This is an optimization exercise on Yosys and OpenROAD, whose aim is small area, a short achievable clock period and few clock cycles per item, not a production implementation. RTL that was checked went through simulation tests only; none was proved equivalent to the original. No functional check of the RTL was part of run 1. Power and IR drop assume default switching activity.

==> flow/design.v (outline; a module is shown in full before it is edited, if it fits) <==
// module classifierTop: 1361 lines
// module csaFA: 10 lines
// module csaHA: 9 lines
module classifierTop (
    input  wire                   i_clk100,
    input  wire                   i_rstN,
    input  wire cnnPkg::camBus_t  i_cam,
    input  wire                   i_start,
    input  wire                   i_cfgWr,
    input  wire [4-1:0] i_cfgAddr,
    input  wire [15:0]            i_cfgData,
    output logic                  o_busy,
    output logic                  o_done,
    output cnnPkg::score_t        o_score,
    output logic                  o_led
);
  // ...
==> flow/flow/run.sh <==
#!/bin/bash
set -euo pipefail
bash standard.sh SETUP_SLACK_MARGIN=6.7 finish > standard.log 2>&1
==> flow/standard.sh <==
#!/bin/bash
# synth_recipe.tcl (not shown) runs the flow's synth.tcl, then flattens the netlist and writes it again
# the make line also repeats each setting of config.mk as NAME=value (left out here)
make -C /OpenROAD-flow-scripts/flow DESIGN_CONFIG=/design/flow/config.mk WORK_HOME=/design/flow/orfs CLKGATE_MAP_FILE= SYNTH_SCRIPT=/design/flow/synth_recipe.tcl "${@:-finish}"
==> flow/config.mk <==
export PLATFORM = sky130hd
export DESIGN_NAME = classifierTop
export DESIGN_NICKNAME = classifierTop
export VERILOG_FILES = /design/flow/design.v
export SDC_FILE = /design/flow/constraint.sdc
export NUM_CORES = 4
export LEC_CHECK = 0
export CAP_MARGIN = 20
export CORE_MARGIN = 2
export CORE_UTILIZATION = 40
export SLEW_MARGIN = 20
export SYNTH_HIERARCHICAL = 1
==> flow/constraint.sdc <==
create_clock -name core_clock -period 10.0 [get_ports {i_clk100}]
set_input_delay 2.0000 -clock core_clock [delete_from_list [all_inputs] [get_ports {i_clk100}]]
set_output_delay 2.0000 -clock core_clock [all_outputs]
set_load 0.01 [all_outputs]
==> results.yml, run 1 <==
power:
  ir_drop_uv: 201
  p_sw_uw: 5430
  p_total_uw: 13300
  pwr_density_cell_nw_per_um2: 384
  clk-power_uw: 2280
detailed_routing:
  drcViolationCount: 0
  firstDrtPassIters: 6
timing:
  max_freq_mhz: 297
  hold_violations: 0
  period_share: 0.336
clock_network:
  post-cts-setup-buffers: 22
  cts_tree: "done"
  clock-root-buffer: "clkbuf_16"
placement:
  dp_slack_ns: 5.00
  io_buffers: 68
synth:
  yosysTopAreaCell: "edfxtp_1"
  synth_compound_area_frac: 0.0403
  synth_area_leaders: "edfxtp_1, fa_1, dfxtp_1, dfrtp_1, mux2_2"
  synthXorXnorAreaFrac: 0.0228
  yosysSeqAreaShare: 0.474
die:
  nWellTaps: 969
worst_setup_path:
  critPathTopFamily: "simple AND/OR/NAND/NOR gates"
  endpoint_kind: "flop"
  cp.arrival_ns: 3.86
cells_and_area:
  drive_gt1_frac: 0.150
  area_growth_pct: 14.6
  clkCellAreaFrac: 0.0590
  largestRegisters: "lb (152), aR (107), kern (72)"
outcome:
  outcome: "no timing/DRC/antenna violations"
global_routing:
  antenna_found_initial: 3
  use_met2: 0.322
worst_hold_path:
  min_path_type: "flop to flop"
  hold_end: "cs1[0]"
==> run 2, diff against run 1 <==
--- a/flow/design.v
+++ b/flow/design.v
@@ -36,27 +36,38 @@
     output logic                  o_busy,
     output logic                  o_done,
     output cnnPkg::score_t        o_score,
     output logic                  o_led
 );
     logic [7:0]  kern [9];
     logic [7:0]  fcW  [4];
     logic [15:0] bias;
+    logic        cfgWrQ;
+    logic [3:0]  cfgAddrQ;
+    logic [15:0] cfgDataQ;
+    always_ff @(posedge i_clk100 or negedge i_rstN) begin
+        if (!i_rstN) cfgWrQ <= 1'b0;
+        else         cfgWrQ <= i_cfgWr;
+    end
+    always_ff @(posedge i_clk100) begin
+        cfgAddrQ <= i_cfgAddr;
+        cfgDataQ <= i_cfgData;
+    end
     always_ff @(posedge i_clk100 or negedge i_rstN) begin
         if (!i_rstN) begin
             for (int t = 0; t < 9; t++) kern[t] <= '0;
             for (int w = 0; w < 4; w++) fcW[w] <= '0;
             bias <= '0;
-        end else if (i_cfgWr) begin
+        end else if (cfgWrQ) begin
             for (int t = 0; t < 9; t++)
-                if (i_cfgAddr == 4'(t)) kern[t] <= i_cfgData[7:0];
+                if (cfgAddrQ == 4'(t)) kern[t] <= cfgDataQ[7:0];
             for (int w = 0; w < 4; w++)
-                if (i_cfgAddr == 4'(9 + w)) fcW[w] <= i_cfgData[7:0];
-            if (i_cfgAddr == 4'd13) bias <= i_cfgData;
+                if (cfgAddrQ == 4'(9 + w)) fcW[w] <= cfgDataQ[7:0];
+            if (cfgAddrQ == 4'd13) bias <= cfgDataQ;
         end
     end
     wire [7:0] camData = i_cam[7:0];
     wire       camVs   = i_cam[9];
     wire       camHref = i_cam[8];
     logic       busy;           
     logic       waitVs;         
     logic       inFrame;        
==> run 2 against run 1 <==
Against the previous run:
- still clean
- setup slack gained 0.10 ns
- clock skew rose by 0.030 ns
- register-to-register slack got worse by 0.06 ns
- non-clock buffer count is 5 lower
- combinational power shrank 2%
- worst hold slack improved by 0.022 ns
- die area increased by 1.2%
- synthesized cell count rose by 0.62%
- critical path type is now flop to flop
- critical endpoint is now fv[13]
- largest cell class unchanged
- highest routed layer is now met4
==> results.yml, run 2 <==
outcome:
  outcome: "no timing/DRC/antenna violations"
cells_and_area:
  multi_input_area_um2: 15400
  fillerInstances: 6747
  largestRegisters: "lb (152), aR (107), kern (72)"
  final_nets: 2945
  n_antenna_cell: 0
  mostFrequentLayoutCells: "nand2_1, fa_1, and3_1, edfxtp_1, dfxtp_1"
  largest_register_ffs: 152
  seq_area_um2: 14800
  drive_gt1_frac: 0.150
  layout_commonest_cell: "nand2_1"
  largest_register: "lb"
  area_growth_pct: 14.9
clock_network:
  holdBufCountCts: 0
  cts_tree: "done"
  clk_pin_slew_ns: 0.07
  cts.sink_count: 592
  cts_buffers: 61
  clock-root-buffer: "clkbuf_16"
  cts_buffer_depth: 3
  htreeDepth: 2
  worstSkewPairLatency_ns: 0.66
detailed_routing:
  vias_per_cell: 5.21
  wl_per_cell_um: 20.6
  firstDrtPassIters: 7
  drcViolationCount: 0
  vias: 18700
  wirelength_um: 74100
  ant_nets: 0
  dr.first_iter.drc_count: 1337
timing:
  hold_violations: 0
  tightestPinTransition_ns: 1.06
  tns_ns: 0
  period_needed_ns: 3.26
  setup_viol: 0
  slew_headroom: 0.295
  fin_skew_ns: 0.0537
  period_share: 0.326
  max_freq_mhz: 307
  slew_violations: 0
  grt_setup_unrepaired: "yes"
worst_setup_path:
  cp_max_fo: 6
  worst-path-buf-inv: 1
  reg2reg_from: "tCRight"
  critPathMaxStageDelay_ns: 0.44
  r2r_slack_ns: 6.74
  cpMaxStageDelayCell: "dfxtp_4"
  worstPathRequired_ns: 10.40
  cp.arrival_ns: 3.66
  crit_chain: "buf_6 > mux2i_1 > nor2_1 > ha_1 > a311o_1 > a211oi_2 > o311a_1 > nor3b_1 > o21a_1 > or2_4 > ha_4 > xor2_2 > nand2_1 > nand2_1"
  crit-reg2reg-capture: "fv[13]"
  critPathTopFamily: "compound AO/OA/AOI/OAI gates"
  endpoint_kind: "flop"
  r2r_cells: 14
  path_common_cell: "nand2_1"
  start_kind: "flop"
  critPathKind: "flop to flop"
synth:
  synthMostInstantiatedCell: "nand2_1"
  ys_seq_elements: 592
  synth_area_leaders: "edfxtp_1, fa_1, dfxtp_1, dfrtp_1, mux2_2"
  yosysSeqAreaShare: 0.482
  syn-num-nets: 2863
  synthArstFlopShare: 0.250
  synth_cell_type_count: 65
  ys.flop_type: "dfxtp_1"
  syn_area_um2: 30700
  yosysTopAreaCell: "edfxtp_1"
  avgSynthCellArea_um2: 12.7
  yosysTopAreaCellShare: 0.214
  synth_cells: 2425
  synth_commonest_cells: "nand2_1, fa_1, and3_1"
  synth_edf_count: 219
  yosys_warnings: 10
die:
  io_pins: 69
  dieArea_um2: 78900
  chipWidth_um: 281
  fp.dieH_um: 281
  core_um2: 75900
  placementRows: 101
  initial_utilization: 0.404
worst_hold_path:
  hold_start: "aR[96]"
  min_path_type: "flop to flop"
  hold_end: "cs1[0]"
  min_delay_path_depth: 0
power:
  p_total_uw: 13500
  ir_drop_uv: 205
  pwr_density_cell_nw_per_um2: 382
  leakagePower_uw: 0.0154
placement:
  io_buffers: 68
  routabilityCongestion: 0.885
  dpl.hpwl_um: 54100
global_routing:
  grt_pass1_wl_um: 116000
  grt_max_degree: 93
  grtUsageTotal: 0.192
  grt_pass1_vias: 19900
  gr-total-overflow: 0
  antenna_found_initial: 1
run:
  maxCapViolCount: 0
[run 2: final cells by class]
class,count,area share
sequential,592,0.420
tap,1030,0.0366
timing repair buffer,114,0.0329
inverter,92,0.0100
clock inverter,41,0.0149
clock buffer,75,0.0483
multi-input combinational,1646,0.437
[run 2: power by group]
part | switching, µW | internal, µW | total (µW)
clock | 1020 | 1440 | 2450
sequential | 775 | 3590 | 4360
combinational | 3630 | 3040 | 6660
[run 2: metal layers]
layer  part of all wire  global-route usage
met1               0.44               0.264
met2               0.48               0.316
met3              0.046              0.0243
met4              0.026              0.0599
met5                  0                   0
[run 2: what timing repair did]
action,CTS,global route
gates resized for setup,118,44
cloned,7,1
pin swaps,7,24
setup buffers,16,14
setup endpoints to repair,380,125
[run 2: logic make-up after synthesis]
kind of cell	synth area share
XOR/XNOR	0.0228
buffers and inverters	0.0242
flip-flops	0.482
adder cells (fa/ha/maj)	0.236
AND/OR/NAND/NOR	0.131
multiplexers	0.0657
AO/OA/AOI/OAI	0.0378
[run 2: per-stage QoR]
step	instance area [µm²]	hold slack, ns	cells	worst slack, ns	util
final	35300	0.346	3590	6.74	0.464
after global routing	35300	0.348	3590	6.56	0.464
after CTS	35000	0.347	3574	6.68	0.461
after detailed placement	32400	0.332	3435	4.97	0.427
after global placement	32400	0.320	3435	5.03	0.427
after floorplan	30800	0.310	2425	6.35	-
[run 2: worst max path at each step]
stage                  start         to  slack [ns]  cells after the start
global route         tCRight     fv[13]        6.56                     14
finish               tCRight     fv[13]        6.74                     14
global placement    i_cam[8]  lb[14][2]        5.03                      5
CTS                   cs0[0]  convR[13]        6.68                     12
floorplan           i_cam[8]   lb[0][0]        6.35                      5
detailed placement  i_cam[8]  lb[10][4]        4.97                      7
[run 2: modules after synthesis, one instance, submodules excluded]
module,copies in the design,area [µm²],flip-flops and latches,cells inside
classifierTop,1,24800,592,2122
csaFA,279,20.0,0,1
csaHA,24,12.5,0,1
Testbench counts of run 2, summed over its fixed seeds: cycles 38,907, tiles 192.
==> run 3, diff against run 2 <==
--- a/flow/config.mk
+++ b/flow/config.mk
@@ -5,8 +5,11 @@
 export SDC_FILE = /design/flow/constraint.sdc
 export NUM_CORES = 4
 export LEC_CHECK = 0
+export ABC_AREA = 1
 export CAP_MARGIN = 20
 export CORE_MARGIN = 2
 export CORE_UTILIZATION = 40
+export CTS_CLUSTER_DIAMETER = 100
+export CTS_CLUSTER_SIZE = 24
 export SLEW_MARGIN = 20
 export SYNTH_HIERARCHICAL = 1
==> run 3 against run 2 <==
Against the previous run:
- total power decreased by 57%
- setup slack worse by 0.0021 ns
- critical path depth decreased by 13
- sequential power shrank 32%
- wire length fell by 0.67%
- register-to-register slack improved by 0.03 ns
- combinational power is 78% lower
- final area is 4.2% lower
- synthesized cell count grew 25%
- fmax hardly changed
- first-iteration DRC count increased by 21%
- non-clock buffer count fell by 27
==> results.yml, run 3 <==
timing:
  max_freq_mhz: 306
  slew_headroom: 0.140
  worst_hold_slack_ns: 0.337
  slew_violations: 0
  period_needed_ns: 3.26
  tightestPinTransition_ns: 1.29
  fin_skew_ns: 0.0311
  hold_violations: 0
  tns_ns: 0
  grt_setup_unrepaired: "yes"
  setup_viol: 0
  period_share: 0.326
cells_and_area:
  final_nets: 3500
  stdcell_area_um2: 33800
  drive_gt1_frac: 0.0490
  largest_register_ffs: 152
  final-instance-count-excl-fill: 4125
  largest_register: "lb"
  largestRegisters: "lb (152), aR (107), kern (72)"
  area_growth_pct: 9.05
  mostFrequentLayoutCells: "nand2_1, inv_1, nor2_1, fa_1, edfxtp_1"
  layout_commonest_cell: "nand2_1"
placement:
  io_buffers: 68
  routabilityCongestion: 0.901
  dp_cells: 4049
  dpl.hpwl_um: 56000
  post_dp_cell_area_um2: 32600
synth:
  yosysTopAreaCell: "edfxtp_1"
  synth_edf_count: 219
  ys_seq_elements: 592
  synth_cell_type_count: 55
  synthMostInstantiatedCell: "nand2_1"
  synth_area_leaders: "edfxtp_1, fa_1, dfxtp_1, dfrtp_1, nand2_1"
  avgSynthCellArea_um2: 10.2
  ys.flop_type: "dfxtp_1"
  yosysTopAreaCellShare: 0.212
  syn-num-nets: 3460
  synth_cells: 3022
  yosys_warnings: 10
  yosysSeqAreaShare: 0.477
  syn_area_um2: 31000
  synth_commonest_cells: "nand2_1, inv_1, nor2_1"
  synthArstFlopShare: 0.250
clock_network:
  cts.sink_count: 592
  cts_tree: "done"
  worstSkewPairLatency_ns: 0.62
  cts_buffer_depth: 3
  clk_pin_slew_ns: 0.10
  clock-root-buffer: "clkbuf_16"
  htreeDepth: 1
  cts_buffers: 29
global_routing:
  grtUsageTotal: 0.185
  grt_pass1_wl_um: 113000
  grt_max_degree: 79
  antenna_found_initial: 1
  gr-total-overflow: 0
  grt_pass1_vias: 19700
power:
  internal_power_uw: 3940
  p_sw_frac: 0.319
  pwr_density_cell_nw_per_um2: 171
  power_frac_clock: 0.233
  p_sw_uw: 1840
  ir_drop_uv: 131
  power_frac_comb: 0.256
  pwr-share-seq: 0.511
  leakagePower_uw: 0.0154
worst_setup_path:
  reg2reg_from: "mUse[5]"
  cp_max_fo: 8
  cp.arrival_ns: 1.26
  start_kind: "flop"
  r2r_cells: 6
  r2r_slack_ns: 6.77
  worstPathRequired_ns: 8.00
  crit_chain: "dlygate4sd2_1"
  endpoint_kind: "output port"
  critPathTopFamily: "flip-flops"
  crit_path_end: "o_score[26]"
  cp_num_cells: 1
  worst-path-buf-inv: 1
  critPathKind: "flop to output port"
  crit-reg2reg-capture: "aR[7]"
  critPathMaxStageDelay_ns: 0.39
  cpMaxStageDelayCell: "dfxtp_4"
  cp-startpoint: "score[26]"
outcome:
  outcome: "no timing/DRC/antenna violations"
detailed_routing:
  drcViolationCount: 0
  wl_per_cell_um: 17.9
  vias: 20100
  wirelength_um: 73600
  dr.first_iter.drc_count: 1621
  ant_nets: 0
  vias_per_cell: 4.86
  firstDrtPassIters: 6
worst_hold_path:
  min_path_type: "flop to flop"
  hold_start: "aR[96]"
die:
  placementRows: 102
  core_um2: 77100
  io_pins: 69
  fp.dieH_um: 282
  dieArea_um2: 79700
  chipWidth_um: 282
  initial_utilization: 0.402
run:
  maxCapViolCount: 0
## run 3: changes by cell type in the layout (fill, tap and decap cells not counted), moves of 50 or more
cell,previous run,this run
and2_1,70,11
and3_1,232,1
inv_1,90,353
mux2_2,138,1
nand2_1,317,676
nand3_1,42,92
nor2_1,69,331
o21ai_1,0,98
## run 3: routing by layer
metal	wire [µm]	global-route usage
met2	35500	0.310
met5	0	0
met3	3390	0.0210
met1	33100	0.260
met4	1650	0.0395
## run 3: per-module statistics from Yosys, one instance, submodules excluded
module         cell area, µm²  flip-flops and latches  copies in the design
classifierTop           25100                     592                     1
csaFA                    20.0                       0                   279
csaHA                    12.5                       0                    24
## run 3: cell families after synthesis
logic type,after synthesis,synth area share
AOI/OAI and AO/OA,303,0.0530
xor gates and xnor gates,50,0.0141
adders and majority gates,404,0.234
buffers and inverters,461,0.0588
DFF,592,0.477
muxes,10,0.00360
and+or+nand+nor,1202,0.159
## run 3: worst min path at each step
stage / endpoint / slack (ns) / cells past startpoint
6_report: cs1[0] / 0.34 / 0
5_1_grt: cs1[0] / 0.35 / 0
4_1_cts: cs1[0] / 0.34 / 0
3_5_place_dp: cs1[0] / 0.32 / 0
3_3_place_gp: cs1[0] / 0.31 / 0
2_1_floorplan: cs1[0] / 0.31 / 0
## run 3: area by class of cell
type | count | area [µm²]
antenna | 1 | 2.50
timing repair buffer | 87 | 858
multi-input combinational | 1975 | 14500
clock buffer | 46 | 790
clock inverter | 7 | 67.6
tap | 1040 | 1300
fill | 7446 | 43300
inverter | 374 | 1430
timing repair inverter | 3 | 17.5
sequential | 592 | 14800
## run 3: what timing repair did
item                                    CTS  global route
setup buffers                             2             8
resized for setup                        62            35
hold buffers                              0             0
endpoints found under the setup margin  232           100
gates cloned                              7             4
pin swaps                                 2             0
## run 3: power groups by stage
stage               clock, µW  sequential, µW  combinational (µW)
global placement            0            3020                1480
CTS                      1390            2960                1520
detailed placement          0            3020                1510
floorplan                   0            2930                1130
finish                   1350            2960                1480
global route             1460            2980                1720
## run 3: through the flow
stage / util / setup slack (ns) / total power, µW
after detailed placement: 0.423 / 5.37 / 4530
after CTS: 0.436 / 6.68 / 5870
after floorplan: - / 6.62 / 4050
after global placement: 0.423 / 5.42 / 4490
final: 0.438 / 6.74 / 5780
after global routing: 0.438 / 6.66 / 6170
==> run 4, diff against run 3 <==
--- a/flow/config.mk
+++ b/flow/config.mk
@@ -5,7 +5,6 @@
 export SDC_FILE = /design/flow/constraint.sdc
 export NUM_CORES = 4
 export LEC_CHECK = 0
-export ABC_AREA = 1
 export CAP_MARGIN = 20
 export CORE_MARGIN = 2
 export CORE_UTILIZATION = 40
==> run 4 against run 3 <==
Against the previous run:
- register-to-register slack got worse by 0.03 ns
- via count decreased by 8.2%
- clock-buffer cell count increased by 1
- total power increased by 120%
- fmax increased by 0.17%
- final area increased by 0.70%
- critical path depth unchanged
- setup slack improved by 0.0054 ns
- utilization increased by 0.97 points
- final cell count decreased by 14%
- still clean
==> results.yml, run 4 <==
outcome:
  outcome: "no timing/DRC/antenna violations"
worst_hold_path:
  min_delay_path_depth: 0
  min_path_type: "flop to flop"
synth:
  synth_cell_type_count: 65
  ys.flop_type: "dfxtp_1"
  synthArstFlopShare: 0.250
  syn-num-nets: 2863
  synth_cells: 2425
  yosysSeqAreaShare: 0.482
  ys_seq_elements: 592
  avgSynthCellArea_um2: 12.7
  synthMostInstantiatedCell: "nand2_1"
  synth_commonest_cells: "nand2_1, fa_1, and3_1"
  yosys_warnings: 10
  syn_area_um2: 30700
  synth_edf_count: 219
  synth_area_leaders: "edfxtp_1, fa_1, dfxtp_1, dfrtp_1, mux2_2"
  yosysTopAreaCell: "edfxtp_1"
  yosysTopAreaCellShare: 0.214
worst_setup_path:
  crit-reg2reg-capture: "fv[13]"
  reg2reg_from: "tCRight"
  critPathKind: "flop to output port"
  worstPathRequired_ns: 8.00
  critPathTopFamily: "flip-flops"
  worst-path-buf-inv: 1
  critPathMaxStageDelay_ns: 0.40
  crit_chain: "clkdlybuf4s15_2"
  crit_path_end: "o_score[27]"
  cp.arrival_ns: 1.26
  cp_num_cells: 1
  cp-startpoint: "score[26]"
  r2r_slack_ns: 6.74
  endpoint_kind: "output port"
  start_kind: "flop"
  cpMaxStageDelayCell: "dfxtp_4"
  r2r_cells: 14
  cp_max_fo: 8
global_routing:
  grt_max_degree: 93
  gr-total-overflow: 0
  antenna_found_initial: 2
  grt_pass1_vias: 19500
  grtUsageTotal: 0.189
  grt_pass1_wl_um: 115000
timing:
  period_share: 0.326
  tns_ns: 0
  fin_skew_ns: 0.0264
  setup_slack_ns: 6.74
  slew_headroom: 0.303
  tightestPinTransition_ns: 1.04
  slew_violations: 0
  period_needed_ns: 3.26
  setup_viol: 0
  grt_setup_unrepaired: "yes"
  hold_violations: 0
  max_freq_mhz: 307
die:
  initial_utilization: 0.404
  core_um2: 75900
  fp.dieH_um: 281
  placementRows: 101
  dieArea_um2: 78900
  io_pins: 69
  chipWidth_um: 281
clock_network:
  cts.sink_count: 592
  cts_buffer_depth: 3
  worstSkewPairLatency_ns: 0.63
  cts_buffers: 30
  clk_pin_slew_ns: 0.10
  htreeDepth: 1
  holdBufCountCts: 0
  clock-root-buffer: "clkbuf_16"
  cts_tree: "done"
cells_and_area:
  fillerInstances: 6855
  area_growth_pct: 10.8
  largest_register_ffs: 152
  largest_register: "lb"
  layout_commonest_cell: "nand2_1"
  mostFrequentLayoutCells: "nand2_1, fa_1, and3_1, edfxtp_1, dfxtp_1"
  largestRegisters: "lb (152), aR (107), kern (72)"
  final_nets: 2911
  drive_gt1_frac: 0.124
power:
  pwr-share-seq: 0.350
  pwr_density_cell_nw_per_um2: 366
  power_frac_comb: 0.534
  ir_drop_uv: 205
  p_sw_frac: 0.416
  power_frac_clock: 0.116
  internal_power_uw: 7270
  p_sw_uw: 5190
  leakagePower_uw: 0.0149
detailed_routing:
  firstDrtPassIters: 6
  dr.first_iter.drc_count: 1287
  drcViolationCount: 0
  wirelength_um: 73500
  ant_nets: 0
  wl_per_cell_um: 20.8
  vias: 18400
  vias_per_cell: 5.22
placement:
  io_buffers: 68
  routabilityCongestion: 0.885
  dpl.hpwl_um: 54100
  dp_slack_ns: 4.97
run:
  maxCapViolCount: 0
[run 4: cell types whose count changed after synthesis, moves of 27 or more]
cell,before,now
nand3_1,93,42
o21ai_1,98,1
and3_1,1,233
nand2_1,680,319
clkbuf_1,54,81
xnor2_1,14,54
nor2_1,332,71
o21ai_0,79,41
mux2_2,1,138
and2_1,11,71
inv_1,358,91
[run 4: area by class of cell]
type | instances | area [µm²] | share of cell area
Inverter | 92 | 353 | 0.0104
Clock buffer | 47 | 878 | 0.0258
Clock inverter | 8 | 85.1 | 0.00250
Timing Repair Buffer | 111 | 1140 | 0.0334
Multi-Input combinational cell | 1646 | 15400 | 0.454
Antenna cell | 1 | 2.50 | 0.0000736
Tap cell | 1030 | 1290 | 0.0379
Sequential cell | 592 | 14800 | 0.436
[run 4: Yosys stat by module (local to each module, per instance)]
module / area, µm² / flip-flops and latches / cells
csaHA: 12.5 / 0 / 1
classifierTop: 24800 / 592 / 2122
csaFA: 20.0 / 0 / 1
[run 4: metrics by stage]
stage / total power [µW] / utilization / hold slack, ns / instance area (µm²) / std cells
final: 12500 / 0.448 / 0.356 / 34000 / 3527
after global routing: 13700 / 0.448 / 0.361 / 34000 / 3526
after CTS: 12400 / 0.444 / 0.359 / 33700 / 3515
after detailed placement: 10900 / 0.427 / 0.332 / 32400 / 3435
after global placement: 10600 / 0.427 / 0.320 / 32400 / 3435
after floorplan: 8680 / - / 0.310 / 30800 / 2425
[run 4: kinds of logic after synthesis]
family | share of synthesized area
AO/OA/AOI/OAI | 0.0378
XOR/XNOR | 0.0228
adder cells (fa/ha/maj) | 0.236
buffers and inverters | 0.0242
flip-flops | 0.482
multiplexers | 0.0657
AND/OR/NAND/NOR | 0.131
[run 4: worst min path at each step]
stage                     slack, ns   start  endpoint
final                          0.36  aR[96]    cs1[0]
after global routing           0.36  aR[96]    cs1[0]
after detailed placement       0.33  aR[96]    cs1[0]
after CTS                      0.36  aR[96]    cs1[0]
after floorplan                0.31  aR[96]    cs1[0]
after global placement         0.32  aR[96]    cs1[0]
[run 4: metal layers]
layer	GRT usage	share of wire
met2	0.315	0.48
met5	0	0.00018
met3	0.0181	0.044
met4	0.0463	0.024
met1	0.266	0.45
[run 4: repair_timing]
item,in CTS,in global routing
setup endpoints to repair,372,76
cloned,7,0
resized for setup,82,56
setup buffers,18,10
pin swaps,10,21
[run 4: power groups by stage]
stage	sequential, µW	clock (µW)	combinational (µW)
6_report	4360	1440	6660
4_1_cts	4360	1480	6580
5_1_grt	4450	1560	7640
3_5_place_dp	4430	0	6440
3_3_place_gp	4410	0	6220
2_1_floorplan	4000	0	4680

port drivers added, routing unchanged:
The results above use ideal ports. As a check the final layouts listed here were re-extracted and re-timed, cells and wires unchanged.
Step 1, drivers: a clkbuf_16 drives i_clk100 and a buf_2 each remaining input, both assumed.
Step 2 adds t to the input delays and takes it off the output delays; t is the mean of the earliest and latest rising clock arrival at the registers after step 1. Input paths then give back, and output paths get back, about the clock's delay inside the block.
Three values: no drivers, after step 1, after step 2; two values: the first two.
| run | t (ns) | setup WS [ns] | worst setup path after step 2 | worst register clock-pin slew, ns | worst slew at a driven data input, ns |
|---|---|---|---|---|---|
| run 1 | 0.682 | 6.638 / 6.677 / 5.994 | input to register | 0.07 / 0.07 | 0.07 |
| run 2 | 0.699 | 6.739 / 6.693 / 6.165 | input to register | 0.07 / 0.07 | 0.06 |
| run 3 | 0.669 | 6.737 / 6.675 / 6.210 | input to register | 0.10 / 0.10 | 0.08 |
| run 4 | 0.679 | 6.742 / 6.677 / 6.165 | input to register | 0.11 / 0.11 | 0.06 |
After both steps every run listed still meets setup and hold. For run 1, which loses most, drivers alone change the setup slack by +0.039 ns; drivers and shift together by -0.644 ns.
